Context: an optimization exercise on an open-source flow, tuned for a short achievable clock period and few clock cycles. The choices shown serve that exercise and are no tape-out recipe. Function was checked by simulation only, so behaviour that the tests miss may differ from the original. Power figures rest on the tool's default switching activity, not on a simulated workload.

--- flow/run.sh ---
#!/bin/bash
set -euo pipefail
bash standard.sh SETUP_SLACK_MARGIN=5.6 finish > standard_flow.log 2>&1
--- standard.sh ---
#!/bin/bash
# synth_recipe.tcl (not shown) runs the flow's synth.tcl, then flattens the netlist and writes it again
# the make line also repeats each setting of config.mk as NAME=value (left out here)
make -C /OpenROAD-flow-scripts/flow DESIGN_CONFIG=/design/flow/config.mk WORK_HOME=/design/flow/orfs CLKGATE_MAP_FILE= SYNTH_SCRIPT=/design/flow/synth_recipe.tcl "${@:-finish}"
--- config.mk ---
export PLATFORM = sky130hd
export DESIGN_NAME = lc4_top
export DESIGN_NICKNAME = lc4_top
export VERILOG_FILES = /design/flow/design.v
export SDC_FILE = /design/flow/constraint.sdc
export NUM_CORES = 4
export LEC_CHECK = 0
export ABC_CLOCK_PERIOD_IN_PS = 2000
export CAP_MARGIN = 20
export CORE_MARGIN = 2
export CORE_UTILIZATION = 60
export CTS_CLUSTER_DIAMETER = 100
export CTS_CLUSTER_SIZE = 20
export PLACE_DENSITY = 0.72
export SLEW_MARGIN = 20
export TNS_END_PERCENT = 10
--- constraint.sdc ---
create_clock -name core_clock -period 8.0 [get_ports {gwe}]
set_input_delay 1.6000 -clock core_clock [delete_from_list [all_inputs] [get_ports {gwe}]]
set_output_delay 1.6000 -clock core_clock [all_outputs]
set_load 0.01 [all_outputs]
--- design.v ---
`timescale 1ns/1ps
package lc4_pkg;
   localparam int WORD_W    = 16;
   localparam int REG_SEL_W = 3;
   localparam int NUM_REGS  = 8;
   typedef logic [WORD_W-1:0]    word_t;
   typedef logic [REG_SEL_W-1:0] reg_sel_t;
   typedef logic [2:0]           nzp_t;       
   localparam nzp_t NZP_N = 3'b100;
   localparam nzp_t NZP_Z = 3'b010;
   localparam nzp_t NZP_P = 3'b001;
   function automatic nzp_t nzp_of(input word_t value);
      if (value[WORD_W-1]) begin
         nzp_of = NZP_N;
      end else if (value == '0) begin
         nzp_of = NZP_Z;
      end else begin
         nzp_of = NZP_P;
      end
   endfunction
endpackage
`timescale 1ns/1ps
module lc4_decoder (
   input  logic [15:0] i_insn,
   output logic [2:0]  o_rd,
   output logic [2:0]  o_rs,
   output logic [2:0]  o_rt,            
   output logic        o_rs_re,
   output logic        o_rt_re,         
   output logic        o_sd_re,         
   output logic        o_rd_we,
   output logic        o_is_load,
   output logic        o_is_store,
   output logic        o_is_mul,
   output logic        o_op_add,        
   output logic        o_op_sub,
   output logic        o_op_and,
   output logic        o_op_not,
   output logic        o_op_or,
   output logic        o_op_xor,
   output logic        o_op_const,
   output logic        o_imm_sel,
   output logic [15:0] o_imm
);
   logic [3:0] opcode;
   logic       immf;
   logic [1:0] sub;
   logic       f_arith, f_logic, f_ldr, f_str, f_const;
   assign opcode  = i_insn[15:12];
   assign immf    = i_insn[5];
   assign sub     = i_insn[4:3];
   assign f_arith = (opcode == 4'b0001);
   assign f_logic = (opcode == 4'b0101);
   assign f_ldr   = (opcode == 4'b0110);
   assign f_str   = (opcode == 4'b0111);
   assign f_const = (opcode == 4'b1001);
   assign o_rd       = i_insn[11:9];
   assign o_rs       = i_insn[8:6];
   assign o_rt       = f_str ? i_insn[11:9] : i_insn[2:0];
   assign o_op_add   = (f_arith & (immf | (sub == 2'd0))) | f_ldr | f_str;
   assign o_op_sub   = f_arith & ~immf & (sub == 2'd2);
   assign o_is_mul   = f_arith & ~immf & (sub == 2'd1);
   assign o_op_and   = f_logic & (immf | (sub == 2'd0));
   assign o_op_not   = f_logic & ~immf & (sub == 2'd1);
   assign o_op_or    = f_logic & ~immf & (sub == 2'd2);
   assign o_op_xor   = f_logic & ~immf & (sub == 2'd3);
   assign o_op_const = f_const;
   assign o_is_load  = f_ldr;
   assign o_is_store = f_str;
   assign o_rd_we    = (f_arith & (immf | (sub != 2'd3))) | f_logic | f_ldr | f_const;
   assign o_rs_re    = (f_arith & (immf | (sub != 2'd3))) | f_logic | f_ldr | f_str;
   assign o_rt_re    = (f_arith & ~immf & (sub != 2'd3)) | (f_logic & ~immf & (sub != 2'd1));
   assign o_sd_re    = f_str;
   assign o_imm_sel  = ((f_arith | f_logic) & immf) | f_ldr | f_str | f_const;
   assign o_imm      = f_const          ? {{7{i_insn[8]}}, i_insn[8:0]} :
                       (f_ldr | f_str)  ? {{10{i_insn[5]}}, i_insn[5:0]} :
                                          {{11{i_insn[4]}}, i_insn[4:0]};
endmodule
`timescale 1ns/1ps
module lc4_regfile (
   input  logic        gwe,
   input  logic        i_reset,
   input  logic [2:0]  i_rs_sel,
   input  logic [2:0]  i_rt_sel,
   input  logic [2:0]  i_rd_sel,
   input  logic        i_rd_we,
   input  logic [15:0] i_wdata,
   output logic [15:0] o_rs_data,
   output logic [15:0] o_rt_data
);
   logic [7:0][15:0] regs;               
   always_ff @(posedge gwe) begin
      if (i_reset) begin
         for (int i = 0; i < 8; i++) begin
            regs[i] <= '0;
         end
      end else if (i_rd_we) begin
         regs[i_rd_sel] <= i_wdata;
      end
   end
   assign o_rs_data = (i_rd_we && (i_rd_sel == i_rs_sel)) ? i_wdata : regs[i_rs_sel];
   assign o_rt_data = (i_rd_we && (i_rd_sel == i_rt_sel)) ? i_wdata : regs[i_rt_sel];
endmodule
`timescale 1ns/1ps
module lc4_add16 (
   input  logic [15:0] i_a,
   input  logic [15:0] i_b,
   input  logic        i_cin,
   output logic [15:0] o_sum
);
   logic [15:0] p0, g0;
   logic [15:0] g1, p1, g2, p2, g3, p3, g4;
   assign p0 = i_a ^ i_b;
   assign g0 = (i_a & i_b) | {15'd0, p0[0] & i_cin};
   always_comb begin
      for (int i = 0; i < 16; i++) begin
         g1[i] = (i >= 1) ? (g0[i] | (p0[i] & g0[i-1])) : g0[i];
         p1[i] = (i >= 1) ? (p0[i] & p0[i-1]) : p0[i];
      end
      for (int i = 0; i < 16; i++) begin
         g2[i] = (i >= 2) ? (g1[i] | (p1[i] & g1[i-2])) : g1[i];
         p2[i] = (i >= 2) ? (p1[i] & p1[i-2]) : p1[i];
      end
      for (int i = 0; i < 16; i++) begin
         g3[i] = (i >= 4) ? (g2[i] | (p2[i] & g2[i-4])) : g2[i];
         p3[i] = (i >= 4) ? (p2[i] & p2[i-4]) : p2[i];
      end
      for (int i = 0; i < 16; i++) begin
         g4[i] = (i >= 8) ? (g3[i] | (p3[i] & g3[i-8])) : g3[i];
      end
   end
   assign o_sum = p0 ^ {g4[14:0], i_cin};
endmodule
module lc4_alu (
   input  logic [15:0] i_res_m,         
   input  logic [15:0] i_a,             
   input  logic [15:0] i_b,             
   input  logic        i_sub,
   input  logic        i_e1,            
   input  logic        i_e2p,           
   input  logic        i_e2n,           
   input  logic        i_e3,            
   input  logic        i_e4p,           
   input  logic        i_e1m,           
   input  logic        i_e3m,
   input  logic        i_la_m,          
   input  logic        i_lb_m,          
   input  logic        i_op_and,
   input  logic        i_op_not,
   input  logic        i_op_or,
   input  logic        i_op_xor,
   input  logic        i_op_const,
   output logic [15:0] o_addr,
   output logic [15:0] o_result
);
   logic [15:0] s1, s2p, s2n, s3;
   logic [15:0] la, lb, lres;
   lc4_add16 u_add1  (.i_a(i_res_m), .i_b(i_b),       .i_cin(i_sub), .o_sum(s1));
   lc4_add16 u_add2p (.i_a(i_a),     .i_b(i_res_m),   .i_cin(1'b0),  .o_sum(s2p));
   lc4_add16 u_add2n (.i_a(i_a),     .i_b(~i_res_m),  .i_cin(1'b1),  .o_sum(s2n));
   lc4_add16 u_add3  (.i_a(i_a),     .i_b(i_b),       .i_cin(i_sub), .o_sum(s3));
   assign la = i_la_m ? i_res_m : i_a;
   assign lb = i_lb_m ? i_res_m : i_b;
   assign lres = ({16{i_op_and}}   & (la & lb))
               | ({16{i_op_or}}    & (la | lb))
               | ({16{i_op_xor}}   & (la ^ lb))
               | ({16{i_op_not}}   & ~la)
               | ({16{i_op_const}} & i_b);
   assign o_result = ({16{i_e1}}  & s1)
                   | ({16{i_e2p}} & s2p)
                   | ({16{i_e2n}} & s2n)
                   | ({16{i_e3}}  & s3)
                   | ({16{i_e4p}} & {i_res_m[14:0], 1'b0})
                   | lres;
   assign o_addr = ({16{i_e1m}} & s1) | ({16{i_e3m}} & s3);
endmodule
`timescale 1ns/1ps
module lc4_mul_s1 (
   input  logic [15:0] i_a,
   input  logic [15:0] i_b,
   output logic [80:0] o_cs
);
   logic c2;
   logic c4;
   logic c6;
   logic c11;
   logic c13;
   logic c15;
   logic c17;
   logic c19;
   logic c21;
   logic c23;
   logic c25;
   logic c27;
   logic c29;
   logic c31;
   logic c33;
   logic c35;
   logic c37;
   logic c39;
   logic c41;
   logic c43;
   logic c45;
   logic c51;
   logic c53;
   logic c55;
   logic c57;
   logic c59;
   logic c61;
   logic c63;
   logic c65;
   logic c67;
   logic c69;
   logic c71;
   logic c73;
   logic c75;
   logic c77;
   logic c79;
   logic c81;
   logic c83;
   logic c85;
   logic c87;
   logic c89;
   logic c91;
   logic c93;
   logic c95;
   logic c97;
   logic s1;
   logic s3;
   logic s5;
   logic s7;
   logic s8;
   logic s9;
   logic s10;
   logic s12;
   logic s14;
   logic s16;
   logic s18;
   logic s20;
   logic s22;
   logic s24;
   logic s26;
   logic s28;
   logic s30;
   logic s32;
   logic s34;
   logic s36;
   logic s38;
   logic s40;
   logic s42;
   logic s44;
   logic s46;
   logic s47;
   logic s48;
   logic s49;
   logic s50;
   logic s52;
   logic s54;
   logic s56;
   logic s58;
   logic s60;
   logic s62;
   logic s64;
   logic s66;
   logic s68;
   logic s70;
   logic s72;
   logic s74;
   logic s76;
   logic s78;
   logic s80;
   logic s82;
   logic s84;
   logic s86;
   logic s88;
   logic s90;
   logic s92;
   logic s94;
   logic s96;
   logic s98;
   logic s99;
   logic s100;
   assign s1 = (i_a[13] & i_b[0]) ^ (i_a[12] & i_b[1]);
   assign c2 = (i_a[13] & i_b[0]) & (i_a[12] & i_b[1]);
   assign s3 = (i_a[14] & i_b[0]) ^ (i_a[13] & i_b[1]) ^ (i_a[12] & i_b[2]);
   assign c4 = ((i_a[14] & i_b[0]) & (i_a[13] & i_b[1])) | ((i_a[14] & i_b[0]) & (i_a[12] & i_b[2])) | ((i_a[13] & i_b[1]) & (i_a[12] & i_b[2]));
   assign s5 = (i_a[11] & i_b[3]) ^ (i_a[10] & i_b[4]);
   assign c6 = (i_a[11] & i_b[3]) & (i_a[10] & i_b[4]);
   assign s7 = (i_a[15] & i_b[0]) ^ (i_a[14] & i_b[1]) ^ (i_a[13] & i_b[2]);
   assign s8 = (i_a[12] & i_b[3]) ^ (i_a[11] & i_b[4]) ^ (i_a[10] & i_b[5]);
   assign s9 = (i_a[9] & i_b[6]) ^ (i_a[8] & i_b[7]);
   assign s10 = (i_a[9] & i_b[0]) ^ (i_a[8] & i_b[1]);
   assign c11 = (i_a[9] & i_b[0]) & (i_a[8] & i_b[1]);
   assign s12 = (i_a[10] & i_b[0]) ^ (i_a[9] & i_b[1]) ^ (i_a[8] & i_b[2]);
   assign c13 = ((i_a[10] & i_b[0]) & (i_a[9] & i_b[1])) | ((i_a[10] & i_b[0]) & (i_a[8] & i_b[2])) | ((i_a[9] & i_b[1]) & (i_a[8] & i_b[2]));
   assign s14 = (i_a[7] & i_b[3]) ^ (i_a[6] & i_b[4]);
   assign c15 = (i_a[7] & i_b[3]) & (i_a[6] & i_b[4]);
   assign s16 = (i_a[11] & i_b[0]) ^ (i_a[10] & i_b[1]) ^ (i_a[9] & i_b[2]);
   assign c17 = ((i_a[11] & i_b[0]) & (i_a[10] & i_b[1])) | ((i_a[11] & i_b[0]) & (i_a[9] & i_b[2])) | ((i_a[10] & i_b[1]) & (i_a[9] & i_b[2]));
   assign s18 = (i_a[8] & i_b[3]) ^ (i_a[7] & i_b[4]) ^ (i_a[6] & i_b[5]);
   assign c19 = ((i_a[8] & i_b[3]) & (i_a[7] & i_b[4])) | ((i_a[8] & i_b[3]) & (i_a[6] & i_b[5])) | ((i_a[7] & i_b[4]) & (i_a[6] & i_b[5]));
   assign s20 = (i_a[5] & i_b[6]) ^ (i_a[4] & i_b[7]);
   assign c21 = (i_a[5] & i_b[6]) & (i_a[4] & i_b[7]);
   assign s22 = (i_a[12] & i_b[0]) ^ (i_a[11] & i_b[1]) ^ (i_a[10] & i_b[2]);
   assign c23 = ((i_a[12] & i_b[0]) & (i_a[11] & i_b[1])) | ((i_a[12] & i_b[0]) & (i_a[10] & i_b[2])) | ((i_a[11] & i_b[1]) & (i_a[10] & i_b[2]));
   assign s24 = (i_a[9] & i_b[3]) ^ (i_a[8] & i_b[4]) ^ (i_a[7] & i_b[5]);
   assign c25 = ((i_a[9] & i_b[3]) & (i_a[8] & i_b[4])) | ((i_a[9] & i_b[3]) & (i_a[7] & i_b[5])) | ((i_a[8] & i_b[4]) & (i_a[7] & i_b[5]));
   assign s26 = (i_a[6] & i_b[6]) ^ (i_a[5] & i_b[7]) ^ (i_a[4] & i_b[8]);
   assign c27 = ((i_a[6] & i_b[6]) & (i_a[5] & i_b[7])) | ((i_a[6] & i_b[6]) & (i_a[4] & i_b[8])) | ((i_a[5] & i_b[7]) & (i_a[4] & i_b[8]));
   assign s28 = (i_a[3] & i_b[9]) ^ (i_a[2] & i_b[10]);
   assign c29 = (i_a[3] & i_b[9]) & (i_a[2] & i_b[10]);
   assign s30 = (i_a[11] & i_b[2]) ^ (i_a[10] & i_b[3]) ^ (i_a[9] & i_b[4]);
   assign c31 = ((i_a[11] & i_b[2]) & (i_a[10] & i_b[3])) | ((i_a[11] & i_b[2]) & (i_a[9] & i_b[4])) | ((i_a[10] & i_b[3]) & (i_a[9] & i_b[4]));
   assign s32 = (i_a[8] & i_b[5]) ^ (i_a[7] & i_b[6]) ^ (i_a[6] & i_b[7]);
   assign c33 = ((i_a[8] & i_b[5]) & (i_a[7] & i_b[6])) | ((i_a[8] & i_b[5]) & (i_a[6] & i_b[7])) | ((i_a[7] & i_b[6]) & (i_a[6] & i_b[7]));
   assign s34 = (i_a[5] & i_b[8]) ^ (i_a[4] & i_b[9]) ^ (i_a[3] & i_b[10]);
   assign c35 = ((i_a[5] & i_b[8]) & (i_a[4] & i_b[9])) | ((i_a[5] & i_b[8]) & (i_a[3] & i_b[10])) | ((i_a[4] & i_b[9]) & (i_a[3] & i_b[10]));
   assign s36 = (i_a[2] & i_b[11]) ^ (i_a[1] & i_b[12]) ^ (i_a[0] & i_b[13]);
   assign c37 = ((i_a[2] & i_b[11]) & (i_a[1] & i_b[12])) | ((i_a[2] & i_b[11]) & (i_a[0] & i_b[13])) | ((i_a[1] & i_b[12]) & (i_a[0] & i_b[13]));
   assign s38 = (i_a[9] & i_b[5]) ^ (i_a[8] & i_b[6]) ^ (i_a[7] & i_b[7]);
   assign c39 = ((i_a[9] & i_b[5]) & (i_a[8] & i_b[6])) | ((i_a[9] & i_b[5]) & (i_a[7] & i_b[7])) | ((i_a[8] & i_b[6]) & (i_a[7] & i_b[7]));
   assign s40 = (i_a[6] & i_b[8]) ^ (i_a[5] & i_b[9]) ^ (i_a[4] & i_b[10]);
   assign c41 = ((i_a[6] & i_b[8]) & (i_a[5] & i_b[9])) | ((i_a[6] & i_b[8]) & (i_a[4] & i_b[10])) | ((i_a[5] & i_b[9]) & (i_a[4] & i_b[10]));
   assign s42 = (i_a[3] & i_b[11]) ^ (i_a[2] & i_b[12]) ^ (i_a[1] & i_b[13]);
   assign c43 = ((i_a[3] & i_b[11]) & (i_a[2] & i_b[12])) | ((i_a[3] & i_b[11]) & (i_a[1] & i_b[13])) | ((i_a[2] & i_b[12]) & (i_a[1] & i_b[13]));
   assign s44 = (i_a[0] & i_b[14]) ^ s3 ^ s5;
   assign c45 = ((i_a[0] & i_b[14]) & s3) | ((i_a[0] & i_b[14]) & s5) | (s3 & s5);
   assign s46 = (i_a[7] & i_b[8]) ^ (i_a[6] & i_b[9]) ^ (i_a[5] & i_b[10]);
   assign s47 = (i_a[4] & i_b[11]) ^ (i_a[3] & i_b[12]) ^ (i_a[2] & i_b[13]);
   assign s48 = (i_a[1] & i_b[14]) ^ (i_a[0] & i_b[15]) ^ s7;
   assign s49 = s8 ^ s9 ^ c4;
   assign s50 = (i_a[6] & i_b[0]) ^ (i_a[5] & i_b[1]);
   assign c51 = (i_a[6] & i_b[0]) & (i_a[5] & i_b[1]);
   assign s52 = (i_a[7] & i_b[0]) ^ (i_a[6] & i_b[1]) ^ (i_a[5] & i_b[2]);
   assign c53 = ((i_a[7] & i_b[0]) & (i_a[6] & i_b[1])) | ((i_a[7] & i_b[0]) & (i_a[5] & i_b[2])) | ((i_a[6] & i_b[1]) & (i_a[5] & i_b[2]));
   assign s54 = (i_a[4] & i_b[3]) ^ (i_a[3] & i_b[4]);
   assign c55 = (i_a[4] & i_b[3]) & (i_a[3] & i_b[4]);
   assign s56 = (i_a[8] & i_b[0]) ^ (i_a[7] & i_b[1]) ^ (i_a[6] & i_b[2]);
   assign c57 = ((i_a[8] & i_b[0]) & (i_a[7] & i_b[1])) | ((i_a[8] & i_b[0]) & (i_a[6] & i_b[2])) | ((i_a[7] & i_b[1]) & (i_a[6] & i_b[2]));
   assign s58 = (i_a[5] & i_b[3]) ^ (i_a[4] & i_b[4]) ^ (i_a[3] & i_b[5]);
   assign c59 = ((i_a[5] & i_b[3]) & (i_a[4] & i_b[4])) | ((i_a[5] & i_b[3]) & (i_a[3] & i_b[5])) | ((i_a[4] & i_b[4]) & (i_a[3] & i_b[5]));
   assign s60 = (i_a[2] & i_b[6]) ^ (i_a[1] & i_b[7]);
   assign c61 = (i_a[2] & i_b[6]) & (i_a[1] & i_b[7]);
   assign s62 = (i_a[7] & i_b[2]) ^ (i_a[6] & i_b[3]) ^ (i_a[5] & i_b[4]);
   assign c63 = ((i_a[7] & i_b[2]) & (i_a[6] & i_b[3])) | ((i_a[7] & i_b[2]) & (i_a[5] & i_b[4])) | ((i_a[6] & i_b[3]) & (i_a[5] & i_b[4]));
   assign s64 = (i_a[4] & i_b[5]) ^ (i_a[3] & i_b[6]) ^ (i_a[2] & i_b[7]);
   assign c65 = ((i_a[4] & i_b[5]) & (i_a[3] & i_b[6])) | ((i_a[4] & i_b[5]) & (i_a[2] & i_b[7])) | ((i_a[3] & i_b[6]) & (i_a[2] & i_b[7]));
   assign s66 = (i_a[1] & i_b[8]) ^ (i_a[0] & i_b[9]) ^ s10;
   assign c67 = ((i_a[1] & i_b[8]) & (i_a[0] & i_b[9])) | ((i_a[1] & i_b[8]) & s10) | ((i_a[0] & i_b[9]) & s10);
   assign s68 = (i_a[5] & i_b[5]) ^ (i_a[4] & i_b[6]) ^ (i_a[3] & i_b[7]);
   assign c69 = ((i_a[5] & i_b[5]) & (i_a[4] & i_b[6])) | ((i_a[5] & i_b[5]) & (i_a[3] & i_b[7])) | ((i_a[4] & i_b[6]) & (i_a[3] & i_b[7]));
   assign s70 = (i_a[2] & i_b[8]) ^ (i_a[1] & i_b[9]) ^ (i_a[0] & i_b[10]);
   assign c71 = ((i_a[2] & i_b[8]) & (i_a[1] & i_b[9])) | ((i_a[2] & i_b[8]) & (i_a[0] & i_b[10])) | ((i_a[1] & i_b[9]) & (i_a[0] & i_b[10]));
   assign s72 = s12 ^ s14 ^ c11;
   assign c73 = (s12 & s14) | (s12 & c11) | (s14 & c11);
   assign s74 = (i_a[3] & i_b[8]) ^ (i_a[2] & i_b[9]) ^ (i_a[1] & i_b[10]);
   assign c75 = ((i_a[3] & i_b[8]) & (i_a[2] & i_b[9])) | ((i_a[3] & i_b[8]) & (i_a[1] & i_b[10])) | ((i_a[2] & i_b[9]) & (i_a[1] & i_b[10]));
   assign s76 = (i_a[0] & i_b[11]) ^ s16 ^ s18;
   assign c77 = ((i_a[0] & i_b[11]) & s16) | ((i_a[0] & i_b[11]) & s18) | (s16 & s18);
   assign s78 = s20 ^ c13 ^ c15;
   assign c79 = (s20 & c13) | (s20 & c15) | (c13 & c15);
   assign s80 = (i_a[1] & i_b[11]) ^ (i_a[0] & i_b[12]) ^ s22;
   assign c81 = ((i_a[1] & i_b[11]) & (i_a[0] & i_b[12])) | ((i_a[1] & i_b[11]) & s22) | ((i_a[0] & i_b[12]) & s22);
   assign s82 = s24 ^ s26 ^ s28;
   assign c83 = (s24 & s26) | (s24 & s28) | (s26 & s28);
   assign s84 = c17 ^ c19 ^ c21;
   assign c85 = (c17 & c19) | (c17 & c21) | (c19 & c21);
   assign s86 = s1 ^ s30 ^ s32;
   assign c87 = (s1 & s30) | (s1 & s32) | (s30 & s32);
   assign s88 = s34 ^ s36 ^ c23;
   assign c89 = (s34 & s36) | (s34 & c23) | (s36 & c23);
   assign s90 = c25 ^ c27 ^ c29;
   assign c91 = (c25 & c27) | (c25 & c29) | (c27 & c29);
   assign s92 = c2 ^ s38 ^ s40;
   assign c93 = (c2 & s38) | (c2 & s40) | (s38 & s40);
   assign s94 = s42 ^ s44 ^ c31;
   assign c95 = (s42 & s44) | (s42 & c31) | (s44 & c31);
   assign s96 = c33 ^ c35 ^ c37;
   assign c97 = (c33 & c35) | (c33 & c37) | (c35 & c37);
   assign s98 = c6 ^ s46 ^ s47;
   assign s99 = s48 ^ s49 ^ c39;
   assign s100 = c41 ^ c43 ^ c45;
   assign o_cs[0] = (i_a[0] & i_b[0]);
   assign o_cs[1] = (i_a[1] & i_b[0]);
   assign o_cs[2] = (i_a[0] & i_b[1]);
   assign o_cs[3] = (i_a[2] & i_b[0]);
   assign o_cs[4] = (i_a[1] & i_b[1]);
   assign o_cs[5] = (i_a[0] & i_b[2]);
   assign o_cs[6] = (i_a[3] & i_b[0]);
   assign o_cs[7] = (i_a[2] & i_b[1]);
   assign o_cs[8] = (i_a[1] & i_b[2]);
   assign o_cs[9] = (i_a[0] & i_b[3]);
   assign o_cs[10] = (i_a[4] & i_b[0]);
   assign o_cs[11] = (i_a[3] & i_b[1]);
   assign o_cs[12] = (i_a[2] & i_b[2]);
   assign o_cs[13] = (i_a[1] & i_b[3]);
   assign o_cs[14] = (i_a[0] & i_b[4]);
   assign o_cs[15] = (i_a[5] & i_b[0]);
   assign o_cs[16] = (i_a[4] & i_b[1]);
   assign o_cs[17] = (i_a[3] & i_b[2]);
   assign o_cs[18] = (i_a[2] & i_b[3]);
   assign o_cs[19] = (i_a[1] & i_b[4]);
   assign o_cs[20] = (i_a[0] & i_b[5]);
   assign o_cs[21] = (i_a[4] & i_b[2]);
   assign o_cs[22] = (i_a[3] & i_b[3]);
   assign o_cs[23] = (i_a[2] & i_b[4]);
   assign o_cs[24] = (i_a[1] & i_b[5]);
   assign o_cs[25] = (i_a[0] & i_b[6]);
   assign o_cs[26] = s50;
   assign o_cs[27] = (i_a[2] & i_b[5]);
   assign o_cs[28] = (i_a[1] & i_b[6]);
   assign o_cs[29] = (i_a[0] & i_b[7]);
   assign o_cs[30] = s52;
   assign o_cs[31] = s54;
   assign o_cs[32] = c51;
   assign o_cs[33] = (i_a[0] & i_b[8]);
   assign o_cs[34] = s56;
   assign o_cs[35] = s58;
   assign o_cs[36] = s60;
   assign o_cs[37] = c53;
   assign o_cs[38] = c55;
   assign o_cs[39] = s62;
   assign o_cs[40] = s64;
   assign o_cs[41] = s66;
   assign o_cs[42] = c57;
   assign o_cs[43] = c59;
   assign o_cs[44] = c61;
   assign o_cs[45] = s68;
   assign o_cs[46] = s70;
   assign o_cs[47] = s72;
   assign o_cs[48] = c63;
   assign o_cs[49] = c65;
   assign o_cs[50] = c67;
   assign o_cs[51] = s74;
   assign o_cs[52] = s76;
   assign o_cs[53] = s78;
   assign o_cs[54] = c69;
   assign o_cs[55] = c71;
   assign o_cs[56] = c73;
   assign o_cs[57] = s80;
   assign o_cs[58] = s82;
   assign o_cs[59] = s84;
   assign o_cs[60] = c75;
   assign o_cs[61] = c77;
   assign o_cs[62] = c79;
   assign o_cs[63] = s86;
   assign o_cs[64] = s88;
   assign o_cs[65] = s90;
   assign o_cs[66] = c81;
   assign o_cs[67] = c83;
   assign o_cs[68] = c85;
   assign o_cs[69] = s92;
   assign o_cs[70] = s94;
   assign o_cs[71] = s96;
   assign o_cs[72] = c87;
   assign o_cs[73] = c89;
   assign o_cs[74] = c91;
   assign o_cs[75] = s98;
   assign o_cs[76] = s99;
   assign o_cs[77] = s100;
   assign o_cs[78] = c93;
   assign o_cs[79] = c95;
   assign o_cs[80] = c97;
endmodule
module lc4_mul_s2 (
   input  logic [80:0] i_cs,
   output logic [15:0] o_row0,
   output logic [15:0] o_row1
);
   logic c2;
   logic c4;
   logic c6;
   logic c8;
   logic c10;
   logic c12;
   logic c14;
   logic c16;
   logic c18;
   logic c20;
   logic c22;
   logic c24;
   logic c26;
   logic c28;
   logic c30;
   logic c32;
   logic c34;
   logic c36;
   logic c38;
   logic c40;
   logic c42;
   logic c46;
   logic c48;
   logic c50;
   logic c52;
   logic c54;
   logic c56;
   logic c58;
   logic c60;
   logic c62;
   logic c64;
   logic c66;
   logic c68;
   logic c71;
   logic c73;
   logic c75;
   logic c77;
   logic c79;
   logic c81;
   logic c83;
   logic c85;
   logic c87;
   logic c89;
   logic c91;
   logic c93;
   logic c95;
   logic s1;
   logic s3;
   logic s5;
   logic s7;
   logic s9;
   logic s11;
   logic s13;
   logic s15;
   logic s17;
   logic s19;
   logic s21;
   logic s23;
   logic s25;
   logic s27;
   logic s29;
   logic s31;
   logic s33;
   logic s35;
   logic s37;
   logic s39;
   logic s41;
   logic s43;
   logic s44;
   logic s45;
   logic s47;
   logic s49;
   logic s51;
   logic s53;
   logic s55;
   logic s57;
   logic s59;
   logic s61;
   logic s63;
   logic s65;
   logic s67;
   logic s69;
   logic s70;
   logic s72;
   logic s74;
   logic s76;
   logic s78;
   logic s80;
   logic s82;
   logic s84;
   logic s86;
   logic s88;
   logic s90;
   logic s92;
   logic s94;
   logic s96;
   logic [15:0] row0;
   logic [15:0] row1;
   assign s1 = i_cs[10] ^ i_cs[11];
   assign c2 = i_cs[10] & i_cs[11];
   assign s3 = i_cs[15] ^ i_cs[16] ^ i_cs[17];
   assign c4 = (i_cs[15] & i_cs[16]) | (i_cs[15] & i_cs[17]) | (i_cs[16] & i_cs[17]);
   assign s5 = i_cs[18] ^ i_cs[19];
   assign c6 = i_cs[18] & i_cs[19];
   assign s7 = i_cs[21] ^ i_cs[22] ^ i_cs[23];
   assign c8 = (i_cs[21] & i_cs[22]) | (i_cs[21] & i_cs[23]) | (i_cs[22] & i_cs[23]);
   assign s9 = i_cs[24] ^ i_cs[25] ^ i_cs[26];
   assign c10 = (i_cs[24] & i_cs[25]) | (i_cs[24] & i_cs[26]) | (i_cs[25] & i_cs[26]);
   assign s11 = i_cs[27] ^ i_cs[28] ^ i_cs[29];
   assign c12 = (i_cs[27] & i_cs[28]) | (i_cs[27] & i_cs[29]) | (i_cs[28] & i_cs[29]);
   assign s13 = i_cs[30] ^ i_cs[31] ^ i_cs[32];
   assign c14 = (i_cs[30] & i_cs[31]) | (i_cs[30] & i_cs[32]) | (i_cs[31] & i_cs[32]);
   assign s15 = i_cs[33] ^ i_cs[34] ^ i_cs[35];
   assign c16 = (i_cs[33] & i_cs[34]) | (i_cs[33] & i_cs[35]) | (i_cs[34] & i_cs[35]);
   assign s17 = i_cs[36] ^ i_cs[37] ^ i_cs[38];
   assign c18 = (i_cs[36] & i_cs[37]) | (i_cs[36] & i_cs[38]) | (i_cs[37] & i_cs[38]);
   assign s19 = i_cs[39] ^ i_cs[40] ^ i_cs[41];
   assign c20 = (i_cs[39] & i_cs[40]) | (i_cs[39] & i_cs[41]) | (i_cs[40] & i_cs[41]);
   assign s21 = i_cs[42] ^ i_cs[43] ^ i_cs[44];
   assign c22 = (i_cs[42] & i_cs[43]) | (i_cs[42] & i_cs[44]) | (i_cs[43] & i_cs[44]);
   assign s23 = i_cs[45] ^ i_cs[46] ^ i_cs[47];
   assign c24 = (i_cs[45] & i_cs[46]) | (i_cs[45] & i_cs[47]) | (i_cs[46] & i_cs[47]);
   assign s25 = i_cs[48] ^ i_cs[49] ^ i_cs[50];
   assign c26 = (i_cs[48] & i_cs[49]) | (i_cs[48] & i_cs[50]) | (i_cs[49] & i_cs[50]);
   assign s27 = i_cs[51] ^ i_cs[52] ^ i_cs[53];
   assign c28 = (i_cs[51] & i_cs[52]) | (i_cs[51] & i_cs[53]) | (i_cs[52] & i_cs[53]);
   assign s29 = i_cs[54] ^ i_cs[55] ^ i_cs[56];
   assign c30 = (i_cs[54] & i_cs[55]) | (i_cs[54] & i_cs[56]) | (i_cs[55] & i_cs[56]);
   assign s31 = i_cs[57] ^ i_cs[58] ^ i_cs[59];
   assign c32 = (i_cs[57] & i_cs[58]) | (i_cs[57] & i_cs[59]) | (i_cs[58] & i_cs[59]);
   assign s33 = i_cs[60] ^ i_cs[61] ^ i_cs[62];
   assign c34 = (i_cs[60] & i_cs[61]) | (i_cs[60] & i_cs[62]) | (i_cs[61] & i_cs[62]);
   assign s35 = i_cs[63] ^ i_cs[64] ^ i_cs[65];
   assign c36 = (i_cs[63] & i_cs[64]) | (i_cs[63] & i_cs[65]) | (i_cs[64] & i_cs[65]);
   assign s37 = i_cs[66] ^ i_cs[67] ^ i_cs[68];
   assign c38 = (i_cs[66] & i_cs[67]) | (i_cs[66] & i_cs[68]) | (i_cs[67] & i_cs[68]);
   assign s39 = i_cs[69] ^ i_cs[70] ^ i_cs[71];
   assign c40 = (i_cs[69] & i_cs[70]) | (i_cs[69] & i_cs[71]) | (i_cs[70] & i_cs[71]);
   assign s41 = i_cs[72] ^ i_cs[73] ^ i_cs[74];
   assign c42 = (i_cs[72] & i_cs[73]) | (i_cs[72] & i_cs[74]) | (i_cs[73] & i_cs[74]);
   assign s43 = i_cs[75] ^ i_cs[76] ^ i_cs[77];
   assign s44 = i_cs[78] ^ i_cs[79] ^ i_cs[80];
   assign s45 = i_cs[6] ^ i_cs[7];
   assign c46 = i_cs[6] & i_cs[7];
   assign s47 = i_cs[12] ^ i_cs[13] ^ i_cs[14];
   assign c48 = (i_cs[12] & i_cs[13]) | (i_cs[12] & i_cs[14]) | (i_cs[13] & i_cs[14]);
   assign s49 = i_cs[20] ^ s3 ^ s5;
   assign c50 = (i_cs[20] & s3) | (i_cs[20] & s5) | (s3 & s5);
   assign s51 = s7 ^ s9 ^ c4;
   assign c52 = (s7 & s9) | (s7 & c4) | (s9 & c4);
   assign s53 = s11 ^ s13 ^ c8;
   assign c54 = (s11 & s13) | (s11 & c8) | (s13 & c8);
   assign s55 = s15 ^ s17 ^ c12;
   assign c56 = (s15 & s17) | (s15 & c12) | (s17 & c12);
   assign s57 = s19 ^ s21 ^ c16;
   assign c58 = (s19 & s21) | (s19 & c16) | (s21 & c16);
   assign s59 = s23 ^ s25 ^ c20;
   assign c60 = (s23 & s25) | (s23 & c20) | (s25 & c20);
   assign s61 = s27 ^ s29 ^ c24;
   assign c62 = (s27 & s29) | (s27 & c24) | (s29 & c24);
   assign s63 = s31 ^ s33 ^ c28;
   assign c64 = (s31 & s33) | (s31 & c28) | (s33 & c28);
   assign s65 = s35 ^ s37 ^ c32;
   assign c66 = (s35 & s37) | (s35 & c32) | (s37 & c32);
   assign s67 = s39 ^ s41 ^ c36;
   assign c68 = (s39 & s41) | (s39 & c36) | (s41 & c36);
   assign s69 = s43 ^ s44 ^ c40;
   assign s70 = i_cs[3] ^ i_cs[4];
   assign c71 = i_cs[3] & i_cs[4];
   assign s72 = i_cs[8] ^ i_cs[9] ^ s45;
   assign c73 = (i_cs[8] & i_cs[9]) | (i_cs[8] & s45) | (i_cs[9] & s45);
   assign s74 = s1 ^ s47 ^ c46;
   assign c75 = (s1 & s47) | (s1 & c46) | (s47 & c46);
   assign s76 = c2 ^ s49 ^ c48;
   assign c77 = (c2 & s49) | (c2 & c48) | (s49 & c48);
   assign s78 = c6 ^ s51 ^ c50;
   assign c79 = (c6 & s51) | (c6 & c50) | (s51 & c50);
   assign s80 = c10 ^ s53 ^ c52;
   assign c81 = (c10 & s53) | (c10 & c52) | (s53 & c52);
   assign s82 = c14 ^ s55 ^ c54;
   assign c83 = (c14 & s55) | (c14 & c54) | (s55 & c54);
   assign s84 = c18 ^ s57 ^ c56;
   assign c85 = (c18 & s57) | (c18 & c56) | (s57 & c56);
   assign s86 = c22 ^ s59 ^ c58;
   assign c87 = (c22 & s59) | (c22 & c58) | (s59 & c58);
   assign s88 = c26 ^ s61 ^ c60;
   assign c89 = (c26 & s61) | (c26 & c60) | (s61 & c60);
   assign s90 = c30 ^ s63 ^ c62;
   assign c91 = (c30 & s63) | (c30 & c62) | (s63 & c62);
   assign s92 = c34 ^ s65 ^ c64;
   assign c93 = (c34 & s65) | (c34 & c64) | (s65 & c64);
   assign s94 = c38 ^ s67 ^ c66;
   assign c95 = (c38 & s67) | (c38 & c66) | (s67 & c66);
   assign s96 = c42 ^ s69 ^ c68;
   assign row0[0] = i_cs[0];
   assign row1[0] = 1'b0;
   assign row0[1] = i_cs[1];
   assign row1[1] = i_cs[2];
   assign row0[2] = i_cs[5];
   assign row1[2] = s70;
   assign row0[3] = s72;
   assign row1[3] = c71;
   assign row0[4] = s74;
   assign row1[4] = c73;
   assign row0[5] = s76;
   assign row1[5] = c75;
   assign row0[6] = s78;
   assign row1[6] = c77;
   assign row0[7] = s80;
   assign row1[7] = c79;
   assign row0[8] = s82;
   assign row1[8] = c81;
   assign row0[9] = s84;
   assign row1[9] = c83;
   assign row0[10] = s86;
   assign row1[10] = c85;
   assign row0[11] = s88;
   assign row1[11] = c87;
   assign row0[12] = s90;
   assign row1[12] = c89;
   assign row0[13] = s92;
   assign row1[13] = c91;
   assign row0[14] = s94;
   assign row1[14] = c93;
   assign row0[15] = s96;
   assign row1[15] = c95;
   assign o_row0 = row0;
   assign o_row1 = row1;
endmodule
`timescale 1ns/1ps
module lc4_pipeline #(
   parameter logic [15:0] RESET_PC = 16'h8200
) (
   input  logic        gwe,
   input  logic        i_reset,
   input  logic [15:0] i_cur_insn,
   input  logic [15:0] i_cur_dmem_data,
   output logic [15:0] o_cur_pc,
   output logic [15:0] o_dmem_addr,
   output logic        o_dmem_we,
   output logic [15:0] o_dmem_wdata,
   output logic        o_trace_valid,
   output logic [15:0] o_trace_pc,
   output logic [15:0] o_trace_insn,
   output logic        o_trace_regfile_we,
   output logic [2:0]  o_trace_wsel,
   output logic [15:0] o_trace_wdata,
   output logic        o_trace_nzp_we,
   output logic [2:0]  o_trace_nzp_bits,
   output logic        o_trace_dmem_we,
   output logic [15:0] o_trace_dmem_addr,
   output logic [15:0] o_trace_dmem_data
);
   localparam int CSW = 81;              
   logic [15:0] pc;
   logic        stall, stall_nx;
   logic [2:0]  f_rd, f_rs, f_rt;
   logic        f_rs_re, f_rt_re, f_sd_re, f_we;
   logic        f_ld, f_st, f_mul;
   logic        f_add, f_sub, f_and, f_not, f_or, f_xor, f_const;
   logic        f_imm_sel;
   logic [15:0] f_imm;
   logic        d_valid;
   logic [15:0] d_insn;
   logic [2:0]  dec_rd, dec_rs, dec_rt;
   logic        dec_rs_re, dec_rt_re, dec_sd_re, dec_we;
   logic        dec_ld, dec_st, dec_mul;
   logic        dec_add, dec_sub, dec_and, dec_not, dec_or, dec_xor, dec_const;
   logic        dec_imm_sel;
   logic [15:0] dec_imm;
   logic [15:0] rf_rs, rf_rt;
   logic        rf_clear;
   logic        h1_rs, h1_rt, h2_rs, h2_rt, h3_rs, h3_rt;
   logic        f_hit_d, f_hit_x, d_hit_x;
   logic [15:0] rs_val, rt_val, nxt_w, nxt_t;
   logic        x_valid;
   logic [15:0] x_insn;
   logic [2:0]  x_rd;
   logic        x_we, x_ld, x_st, x_mul;
   logic        x_sub, x_and, x_not, x_or, x_xor, x_const;
   logic [15:0] xa_q, xb_q, xs_q, xma_q, xmb_q;
   logic        e1, e2p, e2n, e3, e4p, e1m, e3m, la_m, lb_m;
   logic        s_m, ma_m, mb_m;
   logic [15:0] x_s, x_ma, x_mb;
   logic [15:0] x_addr, x_result;
   logic [CSW-1:0] x_cs;
   logic        dec_adder, dec_logic, a_m, b_m;
   logic        m_valid;
   logic [15:0] m_insn;
   logic [2:0]  m_rd;
   logic        m_we, m_ld, m_st, m_mul;
   logic [15:0] res_m, m_addr, m_wdata;
   logic [CSW-1:0] m_cs;
   logic [15:0] m_row0, m_row1;
   logic        w_valid;
   logic [15:0] w_insn;
   logic [2:0]  w_rd;
   logic        w_we, w_st, w_mul;
   logic [15:0] res_w, w_daddr, w_ddata;
   logic [15:0] w_row0, w_row1, w_product;
   logic        t_valid;
   logic [15:0] t_insn;
   logic [2:0]  t_rd;
   logic        t_we, t_st;
   logic [15:0] res_t, t_daddr, t_ddata;
   logic [15:0] t_pc;                    
   logic        u_valid;
   logic [15:0] u_pc, u_insn;
   logic        u_rwe, u_dwe;
   logic [2:0]  u_wsel, u_nzp;
   logic [15:0] u_wdata, u_daddr, u_ddata;
   lc4_decoder u_decoder (
      .i_insn     (i_cur_insn),
      .o_rd       (f_rd),
      .o_rs       (f_rs),
      .o_rt       (f_rt),
      .o_rs_re    (f_rs_re),
      .o_rt_re    (f_rt_re),
      .o_sd_re    (f_sd_re),
      .o_rd_we    (f_we),
      .o_is_load  (f_ld),
      .o_is_store (f_st),
      .o_is_mul   (f_mul),
      .o_op_add   (f_add),
      .o_op_sub   (f_sub),
      .o_op_and   (f_and),
      .o_op_not   (f_not),
      .o_op_or    (f_or),
      .o_op_xor   (f_xor),
      .o_op_const (f_const),
      .o_imm_sel  (f_imm_sel),
      .o_imm      (f_imm)
   );
   assign f_hit_d = (f_rs_re & (f_rs == dec_rd)) | ((f_rt_re | f_sd_re) & (f_rt == dec_rd));
   assign f_hit_x = (f_rs_re & (f_rs == x_rd)) | ((f_rt_re | f_sd_re) & (f_rt == x_rd));
   assign d_hit_x = (dec_rs_re & (dec_rs == x_rd)) | ((dec_rt_re | dec_sd_re) & (dec_rt == x_rd));
   assign stall_nx = stall ? (x_mul & d_hit_x)
                           : (((dec_ld | dec_mul) & f_hit_d) | (x_mul & f_hit_x));
   always_ff @(posedge gwe) begin
      if (i_reset) begin
         pc        <= RESET_PC;
         stall     <= 1'b0;
         d_valid   <= 1'b0;
         dec_rs_re <= 1'b0;
         dec_rt_re <= 1'b0;
         dec_sd_re <= 1'b0;
         dec_we    <= 1'b0;
         dec_ld    <= 1'b0;
         dec_st    <= 1'b0;
         dec_mul   <= 1'b0;
         dec_add   <= 1'b0;
         dec_sub   <= 1'b0;
         dec_and   <= 1'b0;
         dec_not   <= 1'b0;
         dec_or    <= 1'b0;
         dec_xor   <= 1'b0;
         dec_const <= 1'b0;
      end else begin
         stall <= stall_nx;
         if (!stall) begin
            pc        <= pc + 16'd1;
            d_valid   <= 1'b1;
            dec_rs_re <= f_rs_re;
            dec_rt_re <= f_rt_re;
            dec_sd_re <= f_sd_re;
            dec_we    <= f_we;
            dec_ld    <= f_ld;
            dec_st    <= f_st;
            dec_mul   <= f_mul;
            dec_add   <= f_add;
            dec_sub   <= f_sub;
            dec_and   <= f_and;
            dec_not   <= f_not;
            dec_or    <= f_or;
            dec_xor   <= f_xor;
            dec_const <= f_const;
         end
      end
   end
   always_ff @(posedge gwe) begin
      if (!stall) begin
         d_insn      <= i_cur_insn;
         dec_rd      <= f_rd;
         dec_rs      <= f_rs;
         dec_rt      <= f_rt;
         dec_imm_sel <= f_imm_sel;
         dec_imm     <= f_imm;
      end
   end
   assign o_cur_pc = pc;
   always_ff @(posedge gwe) begin
      rf_clear <= i_reset;
   end
   lc4_regfile u_regfile (
      .gwe       (gwe),
      .i_reset   (rf_clear),
      .i_rs_sel  (dec_rs),
      .i_rt_sel  (dec_rt),
      .i_rd_sel  (t_rd),
      .i_rd_we   (t_we),
      .i_wdata   (res_t),
      .o_rs_data (rf_rs),
      .o_rt_data (rf_rt)
   );
   assign h1_rs = x_we && (x_rd == dec_rs);
   assign h1_rt = x_we && (x_rd == dec_rt);
   assign h2_rs = m_we && (m_rd == dec_rs);
   assign h2_rt = m_we && (m_rd == dec_rt);
   assign h3_rs = w_we && (w_rd == dec_rs);
   assign h3_rt = w_we && (w_rd == dec_rt);
   assign nxt_w = m_ld ? i_cur_dmem_data : res_m;
   assign nxt_t = w_mul ? w_product : res_w;
   assign rs_val = h2_rs ? nxt_w : h3_rs ? nxt_t : rf_rs;
   assign rt_val = h2_rt ? nxt_w : h3_rt ? nxt_t : rf_rt;
   assign dec_adder = dec_add | dec_sub;
   assign dec_logic = dec_and | dec_or | dec_xor | dec_not;
   assign a_m       = h1_rs;                     
   assign b_m       = dec_rt_re & h1_rt;
   always_ff @(posedge gwe) begin
      if (i_reset || stall) begin
         x_valid <= 1'b0;
         x_we    <= 1'b0;
         x_ld    <= 1'b0;
         x_st    <= 1'b0;
         x_mul   <= 1'b0;
         x_sub   <= 1'b0;
         x_and   <= 1'b0;
         x_not   <= 1'b0;
         x_or    <= 1'b0;
         x_xor   <= 1'b0;
         x_const <= 1'b0;
         e1      <= 1'b0;
         e2p     <= 1'b0;
         e2n     <= 1'b0;
         e3      <= 1'b0;
         e4p     <= 1'b0;
         e1m     <= 1'b0;
         e3m     <= 1'b0;
         la_m    <= 1'b0;
         lb_m    <= 1'b0;
         s_m     <= 1'b0;
         ma_m    <= 1'b0;
         mb_m    <= 1'b0;
      end else begin
         x_valid <= d_valid;
         x_we    <= dec_we;
         x_ld    <= dec_ld;
         x_st    <= dec_st;
         x_mul   <= dec_mul;
         x_sub   <= dec_sub;
         x_and   <= dec_and;
         x_not   <= dec_not;
         x_or    <= dec_or;
         x_xor   <= dec_xor;
         x_const <= dec_const;
         e1      <= dec_adder & a_m & ~b_m;
         e2p     <= dec_adder & ~a_m & b_m & ~dec_sub;
         e2n     <= dec_adder & ~a_m & b_m & dec_sub;
         e3      <= dec_adder & ~a_m & ~b_m;
         e4p     <= dec_adder & a_m & b_m & ~dec_sub;
         e1m     <= (dec_ld | dec_st) & a_m;
         e3m     <= (dec_ld | dec_st) & ~a_m;
         la_m    <= dec_logic & a_m;
         lb_m    <= dec_logic & b_m;
         s_m     <= dec_sd_re & h1_rt;
         ma_m    <= dec_mul & h1_rs;
         mb_m    <= dec_mul & h1_rt;
      end
   end
   always_ff @(posedge gwe) begin
      x_insn <= d_insn;
      x_rd   <= dec_rd;
      xa_q   <= rs_val;
      xb_q   <= dec_imm_sel ? dec_imm : (dec_sub ? ~rt_val : rt_val);
      xs_q   <= rt_val;
      xma_q  <= (dec_mul & ~h1_rs) ? rs_val : '0;
      xmb_q  <= (dec_mul & ~h1_rt) ? rt_val : '0;
   end
   lc4_alu u_alu (
      .i_res_m    (res_m),
      .i_a        (xa_q),
      .i_b        (xb_q),
      .i_sub      (x_sub),
      .i_e1       (e1),
      .i_e2p      (e2p),
      .i_e2n      (e2n),
      .i_e3       (e3),
      .i_e4p      (e4p),
      .i_e1m      (e1m),
      .i_e3m      (e3m),
      .i_la_m     (la_m),
      .i_lb_m     (lb_m),
      .i_op_and   (x_and),
      .i_op_not   (x_not),
      .i_op_or    (x_or),
      .i_op_xor   (x_xor),
      .i_op_const (x_const),
      .o_addr     (x_addr),
      .o_result   (x_result)
   );
   assign x_s  = s_m ? res_m : xs_q;
   assign x_ma = ({16{ma_m}} & res_m) | xma_q;
   assign x_mb = ({16{mb_m}} & res_m) | xmb_q;
   lc4_mul_s1 u_mul_s1 (
      .i_a  (x_ma),
      .i_b  (x_mb),
      .o_cs (x_cs)
   );
   always_ff @(posedge gwe) begin
      if (i_reset) begin
         m_valid <= 1'b0;
         m_we    <= 1'b0;
         m_ld    <= 1'b0;
         m_st    <= 1'b0;
         m_mul   <= 1'b0;
      end else begin
         m_valid <= x_valid;
         m_we    <= x_we;
         m_ld    <= x_ld;
         m_st    <= x_st;
         m_mul   <= x_mul;
      end
      m_insn  <= x_insn;
      m_rd    <= x_rd;
      res_m   <= x_result;
      m_addr  <= x_addr;
      m_wdata <= x_st ? x_s : '0;
      m_cs    <= x_cs;
   end
   assign o_dmem_addr  = m_addr;
   assign o_dmem_we    = m_st;
   assign o_dmem_wdata = m_wdata;
   lc4_mul_s2 u_mul_s2 (
      .i_cs   (m_cs),
      .o_row0 (m_row0),
      .o_row1 (m_row1)
   );
   always_ff @(posedge gwe) begin
      if (i_reset) begin
         w_valid <= 1'b0;
         w_we    <= 1'b0;
         w_st    <= 1'b0;
         w_mul   <= 1'b0;
      end else begin
         w_valid <= m_valid;
         w_we    <= m_we;
         w_st    <= m_st;
         w_mul   <= m_mul;
      end
      w_insn  <= m_insn;
      w_rd    <= m_rd;
      res_w   <= m_ld ? i_cur_dmem_data : res_m;
      w_daddr <= m_addr;
      w_ddata <= m_ld ? i_cur_dmem_data : m_wdata;
      w_row0  <= m_row0;
      w_row1  <= m_row1;
   end
   lc4_add16 u_mul_add (
      .i_a   (w_row0),
      .i_b   (w_row1),
      .i_cin (1'b0),
      .o_sum (w_product)
   );
   always_ff @(posedge gwe) begin
      if (i_reset) begin
         t_valid <= 1'b0;
         t_we    <= 1'b0;
         t_st    <= 1'b0;
      end else begin
         t_valid <= w_valid;
         t_we    <= w_we;
         t_st    <= w_st;
      end
      t_insn  <= w_insn;
      t_rd    <= w_rd;
      res_t   <= w_mul ? w_product : res_w;
      t_daddr <= w_daddr;
      t_ddata <= w_ddata;
   end
   always_ff @(posedge gwe) begin
      if (i_reset) begin
         u_valid <= 1'b0;
         t_pc    <= RESET_PC;
      end else begin
         u_valid <= t_valid;
         if (t_valid) begin
            t_pc <= t_pc + 16'd1;
         end
      end
      u_pc    <= t_pc;
      u_insn  <= t_insn;
      u_rwe   <= t_we;
      u_wsel  <= t_we ? t_rd : '0;
      u_wdata <= t_we ? res_t : '0;
      u_nzp   <= t_we ? lc4_pkg::nzp_of(res_t) : '0;
      u_dwe   <= t_st;
      u_daddr <= t_daddr;
      u_ddata <= t_ddata;
   end
   assign o_trace_valid      = u_valid;
   assign o_trace_pc         = u_pc;
   assign o_trace_insn       = u_insn;
   assign o_trace_regfile_we = u_rwe;
   assign o_trace_wsel       = u_wsel;
   assign o_trace_wdata      = u_wdata;
   assign o_trace_nzp_we     = u_rwe;
   assign o_trace_nzp_bits   = u_nzp;
   assign o_trace_dmem_we    = u_dwe;
   assign o_trace_dmem_addr  = u_daddr;
   assign o_trace_dmem_data  = u_ddata;
endmodule
`timescale 1ns/1ps
module lc4_top (
   input  logic        gwe,
   input  logic        i_reset,
   input  logic [15:0] i_cur_insn,
   input  logic [15:0] i_cur_dmem_data,
   output logic [15:0] o_cur_pc,
   output logic [15:0] o_dmem_addr,
   output logic        o_dmem_we,
   output logic [15:0] o_dmem_wdata,
   output logic        o_trace_valid,
   output logic [15:0] o_trace_pc,
   output logic [15:0] o_trace_insn,
   output logic        o_trace_regfile_we,
   output logic [2:0]  o_trace_wsel,
   output logic [15:0] o_trace_wdata,
   output logic        o_trace_nzp_we,
   output logic [2:0]  o_trace_nzp_bits,
   output logic        o_trace_dmem_we,
   output logic [15:0] o_trace_dmem_addr,
   output logic [15:0] o_trace_dmem_data
);
   lc4_pipeline #(.RESET_PC(16'h8200)) u_pipe (
      .gwe                (gwe),
      .i_reset            (i_reset),
      .i_cur_insn         (i_cur_insn),
      .i_cur_dmem_data    (i_cur_dmem_data),
      .o_cur_pc           (o_cur_pc),
      .o_dmem_addr        (o_dmem_addr),
      .o_dmem_we          (o_dmem_we),
      .o_dmem_wdata       (o_dmem_wdata),
      .o_trace_valid      (o_trace_valid),
      .o_trace_pc         (o_trace_pc),
      .o_trace_insn       (o_trace_insn),
      .o_trace_regfile_we (o_trace_regfile_we),
      .o_trace_wsel       (o_trace_wsel),
      .o_trace_wdata      (o_trace_wdata),
      .o_trace_nzp_we     (o_trace_nzp_we),
      .o_trace_nzp_bits   (o_trace_nzp_bits),
      .o_trace_dmem_we    (o_trace_dmem_we),
      .o_trace_dmem_addr  (o_trace_dmem_addr),
      .o_trace_dmem_data  (o_trace_dmem_data)
   );
endmodule
==> results of run 1 <==
## cell type report
class	instances	share of cell area (%)
inverter	250	2.56
tap	688	2.33
timing repair buffer	308	6.39
clock inverter	5	0.220
clock buffer	49	2.94
sequential	723	40.2
multi-input combinational	2016	45.3
## power groups by stage
stage          Sequential, W  Clock (W)  Combinational [W]
3_3_place_gp         0.00385          0           0.000437
4_1_cts              0.00376    0.00221           0.000501
2_1_floorplan        0.00379          0           0.000356
6_report             0.00376    0.00218           0.000565
5_1_grt              0.00376    0.00234           0.000598
3_5_place_dp         0.00385          0           0.000445
## how the worst min path moves through the flow
stage                            from           endpoint  cells past startpoint  slack [ns]
floorplan            u_pipe.x_insn[0]   u_pipe.m_insn[0]                      0        0.31
global placement    u_pipe.t_ddata[6]  u_pipe.u_ddata[6]                      0        0.31
detailed placement  u_pipe.x_insn[15]  u_pipe.m_insn[15]                      0        0.31
CTS                  u_pipe.m_insn[8]   u_pipe.w_insn[8]                      0        0.32
global route         u_pipe.t_insn[2]   u_pipe.u_insn[2]                      0        0.33
finish                 u_pipe.m_cs[0]   u_pipe.w_row0[0]                      0        0.32
## worst register-to-register path, cell delays in order, from the launching register on
cell,delay [ns]
dfxtp_2,0.35
ha_4,0.14
inv_2,0.04
fa_2,0.36
nor2b_4,0.16
o31ai_4,0.11
buf_4,0.17
a21o_1,0.16
a311o_1,0.35
buf_4,0.15
a21o_1,0.20
mux2_4,0.27
buf_4,0.14
## through the flow
| stage | hold WS [ns] | util (%) | std cells | worst slack (ns) |
|---|---|---|---|---|
| global route | 0.330 | 70.3 | 4039 | 5.19 |
| detailed placement | 0.312 | 64.9 | 3868 | 4.04 |
| CTS | 0.324 | 68.4 | 3991 | 5.26 |
| floorplan | 0.310 | - | 3169 | 5.00 |
| finish | 0.316 | 70.3 | 4039 | 5.21 |
| global placement | 0.310 | 64.8 | 3868 | 4.12 |
## cells in the mapped netlist, types with 21 or more instances
master    instances  area share (%)
nor2b_1          78             1.5
inv_1           247             2.9
mux4_2           64             4.5
edfxtp_1         24             2.3
fa_1             85             5.3
ha_1            126             4.9
nor2_1          370             4.4
a21oi_1         121             1.9
xor2_1           50             1.4
dfxtp_1         699              44
clkbuf_1        143             1.7
a32oi_1          39             1.1
a22oi_1         102             2.4
a21o_1           33            0.78
a211oi_1         21            0.49
nor3_1           29            0.46
and2_1           38            0.75
xnor2_1          99             2.7
o21ai_0          83             1.3
mux2i_1         105             3.3
nand3_1          43            0.68
nand2_1         190             2.2
o211ai_1         27            0.64
or2_2            23            0.45
## layer usage
metal | vias to the layer above | wire length (um)
met5 | - | 0
met4 | 0 | 3570
met3 | 246 | 7750
met2 | 1307 | 41900
met1 | 12100 | 37900
li1 | 11200 | -
## logic make-up after synthesis
| logic type | count (synthesis) | synth area share, % |
|---|---|---|
| and+or+nand+nor | 861 | 12.4 |
| DFF | 723 | 46.2 |
| AOI/OAI and AO/OA | 614 | 13.7 |
| buffers and inverters | 433 | 5.26 |
| adders and majority gates | 211 | 10.3 |
| muxes | 178 | 8.14 |
| xor gates and xnor gates | 149 | 4.10 |
## repair_timing
action                     4_1_cts  5_1_grt
resized for setup              791      156
hold buffers                     0        0
cloned                           6        1
buffers inserted                63       47
setup endpoints to repair      427      408
pin swaps                       39       48
==> key figures, run 1 <==
Status
  – Outcome: complete, no violations

Floorplanning
  – Starting Density: 60.6%
  – Die Y: 234 um
  – Num ports: 173
  – Die width: 234 um
  – Core ar.: 52,600 um^2
  – Area of the die: 55,000 um^2
  – Num rows: 84

Timing
  – Slew margin rel.: 26.3%
  – Final Max Slew Viols: 0
  – Unrepaired setup endpoints after global routing: true
  – TNS Setup: 0 ns
  – Minimum clock period after layout: 2.79 ns
  – Measured slew at the worst slew-check pin: 1.10 ns
  – Setup Skew: 0.0280 ns
  – Final setup viols: 0
  – Final hold vios: 0
  – Fmax: 359 MHz
  – Tcrit/Tclk final: 34.8%

Cells and area
  – # diodes: 0
  – Final-stage net count: 3,586
  – Largest Register: u_pipe.u_regfile.regs
  – Multi-input gate area: 16,700 um^2
  – Share of cells above drive strength 1: 21.6%
  – Max reg flops: 128
  – Area Overhead vs Synth: 16.0%
  – Most common cell after layout, fill and taps aside: dfxtp_1
  – Register area: 14,900 um^2
  – Fillers: 3,907
  – Most frequent cells in the layout: dfxtp_1 (610), nor2_1 (364), inv_1 (235)
  – Design area: 37,000 um^2
  – Top Registers: u_pipe.u_regfile.regs: 128 flops, u_pipe.m_cs: 81 flops

Setup path
  – Startpoint types: input pin
  – R2R setup slack: 5.28 ns
  – Worst r2r src: u_pipe.w_row1[1]
  – Critical path's slowest cell: clkdlybuf4s50_1
  – CP peak stage delay: 0.40 ns
  – Crit path DAT: 3.26 ns
  – Critical Path End Type: flip-flop
  – Worst Reg-to-Reg Cells: 12
  – CP Depth: 8
  – Critical Path Start: i_cur_dmem_data[15]
  – CP required: 8.47 ns
  – Critical path buffer and inverter count: 1
  – Critical path's top delay family: compound AO/OA/AOI/OAI gates
  – Worst R2R End: u_pipe.xa_q[9]
  – End of the critical path: u_pipe.xb_q[15]
  – Kind of critical path: input pin to flip-flop
  – CP Cell Sequence: clkdlybuf4s50_1, nand2_1, o21ai_0, nand2_1, o21ai_0, a21oi_2, mux2i_1, nor2_1
  – Crit Path Max Fanout: 3

Power
  – Internal power: 0.00490 W
  – Sw power: 0.00159 W
  – Combinational share of power: 8.7%
  – Pwr/cell area: 176 nW/um^2
  – Power share of the clock group: 33.5%
  – Total chip power: 0.00650 W
  – Flop pwr share: 57.8%
  – Sw frac: 24.5%
  – LEAKAGE: 15.6 nW
  – Maximum vdd drop: 0.000189 V

GRT
  – Grt met2 use: 52.0%
  – GR Layer Usage met1: 44.4%
  – GRT busiest layer: met2
  – GRT Util Overall: 32.5%
  – First-pass GRT wire length: 138,000 um
  – Grt met3 use: 5.24%
  – Largest net degree at the start of global routing: 70
  – Congestion Overflow GR: 0
  – Initial antenna violation count: 1
  – Vias in the first global route: 23,900

Synth
  – Predominant post-synthesis flop cell: dfxtp_1
  – FF+latch count, synth: 723
  – Synth Cell Area: 31,900 um^2
  – Syn_nets: 3,414
  – EDFF count, synth: 24
  – Synth Instances: 3,169
  – Synthesized area per cell: 10.1 um^2
  – Seq/Total Area, Yosys: 46.2%
  – Synth cell types: 93
  – Post-synth ARST share: 0%
  – YS warnings: 3

Drt
  – WL/cell: 22.6 um
  – Via count: 24,800
  – Final ANT Viol Nets: 0
  – 1st-pass router iterations: 8
  – Detailed-route DRC error count: 0
  – Via-to-Cell Ratio: 6.15
  – Final WL: 91,100 um
  – Initial detailed-routing violation count: 2,685

CTS
  – CTS Buf Count: 42
  – CTS clk-pin slew, worst paths: 0.09 ns
  – H-tree levels: 2
  – Clk latency of the worst-skew pair: 0.62 ns
  – Longest Clk Path Bufs: 3
  – Root Driver: clkbuf_16
  – CTS tree: done
  – Clk sinks: 723

Place
  – IO buf count: 172
  – Placed cell area: 34,100 um^2
  – Placer congestion estimate: 0.921
  – Hpwl dp: 62,300 um

Min path
  – Tightest Hold Check Type: flip-flop to flip-flop

Run
  – Max-Cap Viols: 0
Testbench counts, summed over its fixed seeds: cycles 12,766.
==> run 2: changes to the inputs <==
==> flow/run.sh (replaced) <==
#!/bin/bash
set -euo pipefail
bash standard.sh SETUP_SLACK_MARGIN=5.4 finish > standard_flow.log 2>&1
--- a/config.mk
+++ b/config.mk
@@ -14,3 +14,2 @@
 export PLACE_DENSITY = 0.72
 export SLEW_MARGIN = 20
-export TNS_END_PERCENT = 10
==> run 2 against run 1 <==
Core utilization grew 1.0 points. Fmax grew 1.9%. Worst hold slack gained 0.0071 ns. Non-clock buffer count grew 14. Routed wire length grew 0.45%. Flip-flop and latch count is the same. Clock power is essentially flat. Register-to-register slack is essentially flat. Global-route usage shrank 0.18 points. Clock-buffer cell count shrank 2. Critical path type is now flip-flop to flip-flop. Largest cell class unchanged.
==> key figures, run 2 <==
Synth
  – Predominant post-synthesis flop cell: dfxtp_1
  – Synth top area cells: dfxtp_1 (44%), fa_1 (5.3%), ha_1 (4.9%), mux4_2 (4.5%), nor2_1 (4.4%)
  – EDFF count, synth: 24
  – Synth Area in Compound Gates: 13.7%
  – Seq/Total Area, Yosys: 46.2%
  – Synth Instances: 3,169
  – Multiplexer area fraction after synthesis: 8.14%
  – Largest family of logic cells by synthesized area: compound AO/OA/AOI/OAI gates
  – Synth Cell Area: 31,900 um^2
  – Post-synth ARST share: 0%
  – Post-synthesis xor/xnor area fraction: 4.10%
  – Syn_nets: 3,414
  – Synth cell count leaders: dfxtp_1 (699), nor2_1 (370), inv_1 (247)
  – YS warnings: 3
  – Synthesized area per cell: 10.1 um^2
  – Synth Area in Adders: 10.3%
  – Synth cell types: 93
  – Synth area leader: dfxtp_1
  – Top cell type's share of synthesized area: 43.9%
  – FF+latch count, synth: 723
  – Most frequent cell after synthesis: dfxtp_1
  – Simple-Gate Fraction of Synth Area: 12.4%

Cells and area
  – Finished Layout Cells: 4,049
  – Final Core Density: 71.4%
  – Share of cells above drive strength 1: 22.6%
  – Top Registers: u_pipe.u_regfile.regs: 128 flops, u_pipe.m_cs: 81 flops
  – Most common cell after layout, fill and taps aside: dfxtp_1
  – Max reg flops: 128
  – Largest Register: u_pipe.u_regfile.regs
  – Most frequent cells in the layout: dfxtp_1 (575), nor2_1 (363), inv_1 (239)
  – Final-stage net count: 3,598
  – Area Overhead vs Synth: 17.7%

Timing
  – Fmax: 366 MHz
  – Final setup viols: 0
  – Slew margin rel.: 30.7%
  – Measured slew at the worst slew-check pin: 1.04 ns
  – Tcrit/Tclk final: 34.2%
  – Final Max Slew Viols: 0
  – Final hold vios: 0
  – Min Hold Slack: 0.323 ns
  – Setup Skew: 0.0259 ns
  – Fin worst setup slack: 5.27 ns
  – Unrepaired setup endpoints after global routing: true
  – Minimum clock period after layout: 2.73 ns
  – TNS Setup: 0 ns

CTS
  – Hold Buf Count CTS: 0
  – Clk sinks: 723
  – Longest Clk Path Bufs: 3
  – H-tree levels: 2
  – CTS tree: done
  – Root Driver: clkbuf_16
  – CTS Buf Count: 42
  – CTS clk-pin slew, worst paths: 0.08 ns
  – Clk latency of the worst-skew pair: 0.63 ns

Min path
  – Hold path depth: 0
  – Worst Min Path Start: u_pipe.w_insn[7]
  – Tightest Hold Check Type: flip-flop to flip-flop
  – Hold EP: u_pipe.t_insn[7]

Floorplanning
  – Area of the die: 55,000 um^2
  – Num rows: 84
  – Die width: 234 um
  – Die Y: 234 um
  – Num ports: 173
  – Core ar.: 52,600 um^2
  – Starting Density: 60.6%

GRT
  – Vias in the first global route: 24,200
  – Initial antenna violation count: 1
  – Congestion Overflow GR: 0
  – Largest net degree at the start of global routing: 71
  – GRT Util Overall: 32.3%
  – First-pass GRT wire length: 137,000 um

Drt
  – Initial detailed-routing violation count: 2,398
  – WL/cell: 22.6 um
  – Detailed-route DRC error count: 0
  – Final WL: 91,500 um
  – 1st-pass router iterations: 6
  – Final ANT Viol Nets: 0
  – Via-to-Cell Ratio: 6.13
  – Via count: 24,800

Place
  – Inst Count DP: 3,878
  – Hpwl dp: 62,500 um
  – IO buf count: 172
  – Worst slack, placed: 4.06 ns
  – Placer congestion estimate: 0.934

Setup path
  – Startpoint types: flip-flop
  – Critical Path End Type: flip-flop
  – Worst r2r src: u_pipe.res_m[1]
  – Crit Path Max Fanout: 3
  – CP required: 8.48 ns
  – Crit path DAT: 3.21 ns
  – Worst Reg-to-Reg Cells: 11
  – Kind of critical path: flip-flop to flip-flop
  – Worst R2R End: u_pipe.res_m[15]
  – R2R setup slack: 5.27 ns

Status
  – Outcome: complete, no violations

Power
  – LEAKAGE: 15.6 nW
  – Maximum vdd drop: 0.000201 V
  – Pwr/cell area: 174 nW/um^2

Run
  – Max-Cap Viols: 0
run 2: cell counts after synthesis:
No cell type changed its count.
run 2: worst max-delay path by stage:
stage	slack, ns	endpoint	from
after floorplan	5.00	u_pipe.stall	i_cur_insn[14]
after global placement	4.13	u_pipe.stall	i_cur_insn[14]
after detailed placement	4.06	u_pipe.stall	i_cur_insn[14]
after CTS	5.25	o_dmem_wdata[2]	u_pipe.m_wdata[2]
after global routing	5.18	u_pipe.res_m[14]	u_pipe.res_m[0]
final	5.27	u_pipe.res_m[15]	u_pipe.res_m[1]
run 2: critical path, stage by stage (launching register included):
cell	delay, ns
dfxtp_4	0.36
clkinvlp_4	0.12
ha_4	0.24
nor2b_4	0.13
o31a_1	0.32
a31o_4	0.25
o41ai_4	0.39
buf_4	0.18
o21ai_2	0.05
xnor2_1	0.13
a221oi_1	0.28
o211ai_1	0.14
run 2: power by group:
group / leakage, nW / internal [W] / total [W] / switching, W
sequential: 5.98 / 0.00367 / 0.00375 / 0.0000816
clock: 0.558 / 0.000966 / 0.00217 / 0.00121
combinational: 9.09 / 0.000271 / 0.000584 / 0.000312
run 2: cells by family (layout without fill, tap and decap cells):
kind of cell               after synthesis  after routing
and+or+nand+nor                        861            862
xor gates and xnor gates               149            149
buffers and inverters                  433            623
DFF                                    723            723
adders and majority gates              211            211
muxes                                  178            178
AOI/OAI and AO/OA                      614            614
other                                    0              1
run 2: layout make-up:
| type | count | area [um^2] |
|---|---|---|
| antenna | 1 | 2.50 |
| clock buffer | 47 | 1070 |
| clock inverter | 4 | 82.6 |
| fill | 3901 | 15100 |
| inverter | 250 | 948 |
| multi-input combinational | 2014 | 16700 |
| sequential | 723 | 14900 |
| tap | 688 | 861 |
| timing repair buffer | 322 | 2940 |
run 2: through the flow:
step / power (W) / instance area [um^2]
after detailed placement: 0.00429 / 34000
after global routing: 0.00671 / 37500
after CTS: 0.00647 / 36400
after global placement: 0.00427 / 34000
after floorplan: 0.00413 / 31900
final: 0.00651 / 37500
run 2: what timing repair did:
item,4_1_cts,5_1_grt
gates resized for setup,920,176
cloned,3,3
pin swaps,56,67
setup buffers,67,46
endpoints found under the setup margin,391,322
run 2: layer usage:
layer / global-route usage (%) / share of wire (%) / vias up
met4: 14.1 / 4.4 / 2
met5: 0 / 0.013 / -
met2: 52.5 / 47 / 1294
met1: 42.2 / 40 / 12000
met3: 6.02 / 9.1 / 283
li1: - / - / 11200

-- static timing again, ports no longer ideal --
In the flow no input, the clock included, has a driving cell. The finished layouts below were timed again as built, in two steps.
Step 1, drivers: a clkbuf_16 drives gwe and a buf_2 each remaining input, both assumed.
Step 2 moves the port delays by t, midway between the first and last clock arrival at a register: inputs arrive t later, outputs are due t later. That takes back most of the time a late clock gives input paths.
Slacks: no drivers / after step 1 / after step 2; pairs: no drivers / after step 1.
run	t, ns	slack for setup (ns)	worst setup path at the end	clock arrival spread, ns	pins driven straight from the clock port
run 1	0.665	5.213 / 5.223 / 4.583	input to register	0.029 / 0.030	1
run 2	0.672	5.266 / 5.212 / 4.708	input to register	0.034 / 0.034	1
After both steps every run listed still meets setup and hold. The setup slack of run 1, which loses most, moves by +0.010 ns with the drivers and by -0.630 ns with both steps.
